Background: an optimization exercise with open tools, aiming at small area, a short achievable clock period and few clock cycles. Do not read the settings as production practice. The RTL was checked by simulation tests, not by an equivalence proof against the original design. Power is estimated from default activity; no workload was simulated.

== red ==
==> flow/design.v <==
package huff_types_pkg;
	typedef logic [8-1:0] pixel_t;
	typedef logic [8-1:0] count_t;
	typedef logic [6-1:0] sym_mask_t;
	typedef logic [8-1:0] code_t;
	typedef logic [8-1:0] len_mask_t;
endpackage
package huff_ctrl_pkg;
	typedef enum logic [1:0] {SORT_IDLE, SORT_PASS, SORT_DONE} sort_state_t;
	typedef enum logic [1:0] {MRG_IDLE, MRG_POP, MRG_INSERT, MRG_DONE} merge_state_t;
	typedef enum logic [1:0] {BLD_IDLE, BLD_WALK, BLD_DONE} build_state_t;
	typedef logic [$clog2(5)-1:0] round_t;
	typedef logic [$clog2(6+1)-1:0] step_t;
endpackage
`timescale 1ns/1ns
module huffman_top (
	input  logic                      clk,
	input  logic                      reset,
	input  logic                      gray_valid,
	input  huff_types_pkg::pixel_t    gray_data,
	output logic                      cnt_valid,
	output huff_types_pkg::count_t    cnt1,
	output huff_types_pkg::count_t    cnt2,
	output huff_types_pkg::count_t    cnt3,
	output huff_types_pkg::count_t    cnt4,
	output huff_types_pkg::count_t    cnt5,
	output huff_types_pkg::count_t    cnt6,
	output logic                      code_valid,
	output huff_types_pkg::code_t     hc1,
	output huff_types_pkg::code_t     hc2,
	output huff_types_pkg::code_t     hc3,
	output huff_types_pkg::code_t     hc4,
	output huff_types_pkg::code_t     hc5,
	output huff_types_pkg::code_t     hc6,
	output huff_types_pkg::len_mask_t m1,
	output huff_types_pkg::len_mask_t m2,
	output huff_types_pkg::len_mask_t m3,
	output huff_types_pkg::len_mask_t m4,
	output huff_types_pkg::len_mask_t m5,
	output huff_types_pkg::len_mask_t m6
);
	function automatic logic ge8(input logic [7:0] a, input logic [7:0] b);
		logic [7:0] g;
		logic [7:0] l;
		logic [3:0] g2;
		logic [3:0] l2;
		logic [1:0] g4;
		logic [1:0] l4;
		g = a & ~b;
		l = ~a & b;
		for (int i = 0; i < 4; i++) begin
			g2[i] = g[2*i+1] | (~l[2*i+1] & g[2*i]);
			l2[i] = l[2*i+1] | (~g[2*i+1] & l[2*i]);
		end
		for (int i = 0; i < 2; i++) begin
			g4[i] = g2[2*i+1] | (~l2[2*i+1] & g2[2*i]);
			l4[i] = l2[2*i+1] | (~g2[2*i+1] & l2[2*i]);
		end
		ge8 = ~(l4[1] | (~g4[1] & l4[0]));
	endfunction
	function automatic logic [7:0] add8(input logic [7:0] a, input logic [7:0] b);
		logic [7:0] g;
		logic [7:0] p;
		logic [7:0] gg;
		logic [7:0] pp;
		logic [7:0] g1;
		logic [7:0] p1;
		g = a & b;
		p = a ^ b;
		gg = g;
		pp = p;
		for (int d = 1; d < 8; d = d * 2) begin
			g1 = gg;
			p1 = pp;
			for (int i = d; i < 8; i++) begin
				gg[i] = g1[i] | (p1[i] & g1[i - d]);
				pp[i] = p1[i] & p1[i - d];
			end
		end
		add8 = p ^ {gg[6:0], 1'b0};
	endfunction
	logic            seen;
	logic            closed;     
	logic            closed_d;   
	logic [5:0][7:0] cnt;
	always_ff @(posedge clk) begin
		if (reset) begin
			seen      <= 1'b0;
			closed    <= 1'b0;
			closed_d  <= 1'b0;
			cnt_valid <= 1'b0;
			cnt       <= '0;
		end else begin
			closed_d  <= closed;
			cnt_valid <= 1'b0;
			if (!closed) begin
				if (gray_valid) begin
					seen <= 1'b1;
					for (int i = 0; i < 6; i++) begin
						if (gray_data == 8'(i + 1)) begin
							cnt[i] <= cnt[i] + 8'd1;
						end
					end
				end else if (seen) begin
					closed    <= 1'b1;
					cnt_valid <= 1'b1;
				end
			end
		end
	end
	logic [5:0][5:0] ge_nx;
	logic [5:0][5:0] oh;
	logic [5:0][5:0] oh_nx;
	always_comb begin
		ge_nx = '0;
		for (int i = 0; i < 6; i++) begin
			for (int j = i + 1; j < 6; j++) begin
				ge_nx[i][j] = ge8(cnt[i], cnt[j]);
			end
		end
		for (int i = 0; i < 6; i++) begin
			oh_nx[i] = 6'b000001;
			for (int j = 0; j < 6; j++) begin
				if (j > i && ge_nx[i][j]) oh_nx[i] = {oh_nx[i][4:0], 1'b0};
				if (j < i && !ge_nx[j][i]) oh_nx[i] = {oh_nx[i][4:0], 1'b0};
			end
		end
	end
	assign cnt1 = cnt[0];
	assign cnt2 = cnt[1];
	assign cnt3 = cnt[2];
	assign cnt4 = cnt[3];
	assign cnt5 = cnt[4];
	assign cnt6 = cnt[5];
	logic [5:0][7:0] sorted_w;
	logic [7:0]      sorted_s;
	always_comb begin
		for (int i = 0; i < 6; i++) begin
		end
		for (int k = 0; k < 6; k++) begin
			sorted_w[k] = '0;
			for (int i = 0; i < 6; i++) begin
				sorted_w[k] = sorted_w[k] | (cnt[i] & {8{oh[i][k]}});
			end
		end
		sorted_s = add8(sorted_w[0], sorted_w[1]);
	end
	logic [5:0][7:0] w;       
	logic [7:0]      sw;      
	logic [5:0]      vld;     
	logic [5:0][4:0] code;    
	logic [5:0][4:0] msk;     
	logic [5:2]      t;       
	logic [4:0]      pone;    
	logic [4:0][7:0] rw;
	logic [7:0]      rsw;
	logic [5:0][5:0] roh;
	logic [5:0][4:0] rcode;
	logic [5:0][4:0] rmsk;
	always_comb begin
		logic [5:0] pv;
		logic [4:0] mv;
		logic [4:0] kv;
		for (int k = 2; k < 6; k++) begin
			t[k] = !ge8(w[k], sw) && vld[k];
		end
		pone[0] = ~t[2];
		for (int j = 1; j < 4; j++) begin
			pone[j] = t[j + 1] & ~t[j + 2];
		end
		pone[4] = t[5];
		rw[0] = t[2] ? w[2] : sw;
		for (int i = 1; i < 4; i++) begin
			if (t[i + 2]) rw[i] = w[i + 2];
			else if (t[i + 1]) rw[i] = sw;
			else rw[i] = w[i + 1];
		end
		rw[4] = t[5] ? sw : w[5];
		rsw = t[3] ? add8(w[2], w[3]) : add8(w[2], sw);
		for (int s = 0; s < 6; s++) begin
			pv = oh[s];
			mv = msk[s];
			kv = code[s];
			roh[s] = '0;
			for (int j = 0; j < 5; j++) begin
				roh[s][j] = (pv[0] | pv[1]) & pone[j];
				if (j + 2 < 6) roh[s][j] = roh[s][j] | (pv[j + 2 < 6 ? j + 2 : 5] & t[j + 2 < 6 ? j + 2 : 5]);
				if (j >= 1) roh[s][j] = roh[s][j] | (pv[j + 1] & ~t[j >= 1 ? j + 1 : 2]);
			end
			rcode[s] = roh[s][0] ? kv | (~mv & {mv[3:0], 1'b1}) : kv;
			rmsk[s]  = (roh[s][0] | roh[s][1]) ? {mv[3:0], 1'b1} : mv;
		end
	end
	always_ff @(posedge clk) begin
		if (reset) begin
			code_valid <= 1'b0;
		end else if (closed_d && vld[2] && !vld[3]) begin
			code_valid <= 1'b1;
		end
	end
	always_ff @(posedge clk) begin
		if (!closed_d) begin
			oh <= oh_nx;
		end else begin
			oh <= roh;
		end
	end
	always_ff @(posedge clk) begin
		if (!closed_d) begin
			w    <= sorted_w;
			sw   <= sorted_s;
			vld  <= 6'b111111;
			for (int s = 0; s < 6; s++) begin
				code[s] <= {4'b0, oh[s][0]};
				msk[s]  <= {4'b0, oh[s][0] | oh[s][1]};
			end
		end else if (vld[2]) begin
			w[4:0] <= rw;
			sw     <= rsw;
			vld    <= {1'b0, vld[5:1]};
			code   <= rcode;
			msk    <= rmsk;
		end
	end
	assign hc1 = {3'b0, code[0]};
	assign hc2 = {3'b0, code[1]};
	assign hc3 = {3'b0, code[2]};
	assign hc4 = {3'b0, code[3]};
	assign hc5 = {3'b0, code[4]};
	assign hc6 = {3'b0, code[5]};
	assign m1 = {3'b0, msk[0]};
	assign m2 = {3'b0, msk[1]};
	assign m3 = {3'b0, msk[2]};
	assign m4 = {3'b0, msk[3]};
	assign m5 = {3'b0, msk[4]};
	assign m6 = {3'b0, msk[5]};
endmodule
Settings: LEC_CHECK=0, ABC_AREA=1, CAP_MARGIN=20, CORE_MARGIN=2, CORE_UTILIZATION=40, CTS_BUF_LIST=sky130_fd_sc_hd__clkbuf_8 sky130_fd_sc_hd__clkbuf_16, SLEW_MARGIN=20, TNS_END_PERCENT=0; clock period 8.0 ns.
standard.sh (not shown) runs the stock make flow with config.mk's settings and CLKGATE_MAP_FILE= SYNTH_SCRIPT=/design/flow/synth_recipe.tcl, a recipe that flattens the netlist after the stock synthesis.
==> flow/flow/run.sh <==
#!/bin/bash
set -euo pipefail
bash standard.sh "BUFFER_PORTS_ARGS=-buffer_cell sky130_fd_sc_hd__buf_1" SETUP_SLACK_MARGIN=5.15 finish > make_finish.log 2>&1
Testbench counts of red, summed over its fixed seeds: cycles 13,084.
--- input diff red..blue ---
==> flow/flow/run.sh <==
#!/bin/bash
set -euo pipefail
bash standard.sh "BUFFER_PORTS_ARGS=-buffer_cell sky130_fd_sc_hd__buf_1" SETUP_SLACK_MARGIN=5.3 finish > make_finish.log 2>&1
==> flow/config.mk <==
export PLATFORM = sky130hd
export DESIGN_NAME = huffman_top
export DESIGN_NICKNAME = huffman_top
export VERILOG_FILES = /design/flow/design.v
export SDC_FILE = /design/flow/constraint.sdc
export NUM_CORES = 4
export LEC_CHECK = 0
export ABC_AREA = 1
export CAP_MARGIN = 5
export CORE_MARGIN = 2
export CORE_UTILIZATION = 40
export CTS_BUF_LIST = sky130_fd_sc_hd__clkbuf_8 sky130_fd_sc_hd__clkbuf_16
export GPL_ROUTABILITY_DRIVEN = 0
export SLEW_MARGIN = 5
export TNS_END_PERCENT = 0
[summary]
From red to blue the numbers moved as follows: area of all sequential standard cells higher; setup fix buffers added after clock tree synthesis now sits higher.
The lower number of clock buffer instances in the layout of red and blue is in blue.
In the reports for red and blue, the smaller count of inverters other than clock inverters in the layout belongs to red.
blue against red: global-route usage went down; final clock skew neither gained nor lost much.
Area of the multi-input gates of blue exceeds that of red by a few percent.
Setup changes, blue to green
==> flow/config.mk <==
export PLATFORM = sky130hd
export DESIGN_NAME = huffman_top
export DESIGN_NICKNAME = huffman_top
export VERILOG_FILES = /design/flow/design.v
export SDC_FILE = /design/flow/constraint.sdc
export NUM_CORES = 4
export LEC_CHECK = 0
export ABC_AREA = 1
export CAP_MARGIN = 20
export CORE_MARGIN = 2
export CORE_UTILIZATION = 40
export CTS_BUF_LIST = sky130_fd_sc_hd__clkbuf_8 sky130_fd_sc_hd__clkbuf_16
export PLACE_DENSITY = 0.75
export SLEW_MARGIN = 20
export TNS_END_PERCENT = 0
## What came out
- Between green and blue, the sequential cell fraction of total power is higher for green.
- blue vs green, cell type of the slowest stage on the worst timing path: dfxtp_2 vs nor3_4
- On worst hold slack, green tracks blue almost exactly.
- green | stages: all done | timing, DRC, antenna: all pass
- green vs blue: part of the total power dissipated in combinational logic up
- [compare] base=blue new=green: post-detailed-placement cell area roughly the same, utilization of the core after routing lower.
- Critical path required time: green vs blue up 1920 ps
- Going from blue to green, per-cell routed wire length shrinks by 0.39 microns.
- Compared with blue, green has less setup slack.
- Via count of the first global-routing pass ends up lower on green.
- Looking at path type of the worst setup path, the input pin to flop result is from green; the flop to output pin one comes from blue.
> inputs changed (green -> orange)
==> flow/flow/run.sh <==
#!/bin/bash
set -euo pipefail
bash standard.sh "BUFFER_PORTS_ARGS=-buffer_cell sky130_fd_sc_hd__buf_1" SETUP_SLACK_MARGIN=5.6 finish > make_finish.log 2>&1
-- flow/config.mk --
<<< green, line 11
export CORE_UTILIZATION = 40
export CTS_BUF_LIST = sky130_fd_sc_hd__clkbuf_8 sky130_fd_sc_hd__clkbuf_16
export PLACE_DENSITY = 0.75
export SLEW_MARGIN = 20
export TNS_END_PERCENT = 0
>>> orange, line 11
export CORE_UTILIZATION = 40
export CTS_BUF_LIST = sky130_fd_sc_hd__clkbuf_8 sky130_fd_sc_hd__clkbuf_16
export SLEW_MARGIN = 20
export TNS_END_PERCENT = 0
Findings:
- green → orange: worst slew margin relative to its limit lower, max-capacitance violation count saw little to no change, met1 usage increased 4.4 points.
- Final critical-path required period (lower): orange

[separate check: timing with driven ports]
How much do the figures lean on ideal ports? The routed layouts below were timed once more, with nothing changed but the port constraints.
Step 1 (the two cells are an assumption about what drives the block):
set clk [get_ports {clk}]
set_driving_cell -lib_cell sky130_fd_sc_hd__clkbuf_16 $clk
set_driving_cell -lib_cell sky130_fd_sc_hd__buf_2 [delete_from_list [all_inputs] $clk]
Step 2, shift: input delay + t, output delay - t, t = (earliest + latest rising clock arrival at the registers) / 2. This alone moves slack from input paths to output paths.
a / b / c = ideal / step 1 / step 2; a / b = the first two.
run	t (ns)	setup slack, ns	hold WS [ns]
red	0.510	4.982 / 4.928 / 4.635	0.450 / 0.450 / 0.450
blue	0.514	5.220 / 5.167 / 4.787	0.449 / 0.449 / 0.449
green	0.511	5.130 / 5.117 / 4.654	0.449 / 0.449 / 0.449
orange	0.512	5.239 / 5.222 / 4.830	0.450 / 0.450 / 0.450
After both steps every run listed still meets setup and hold. The setup slack of green, which loses most, moves by -0.013 ns with the drivers and by -0.476 ns with both steps.
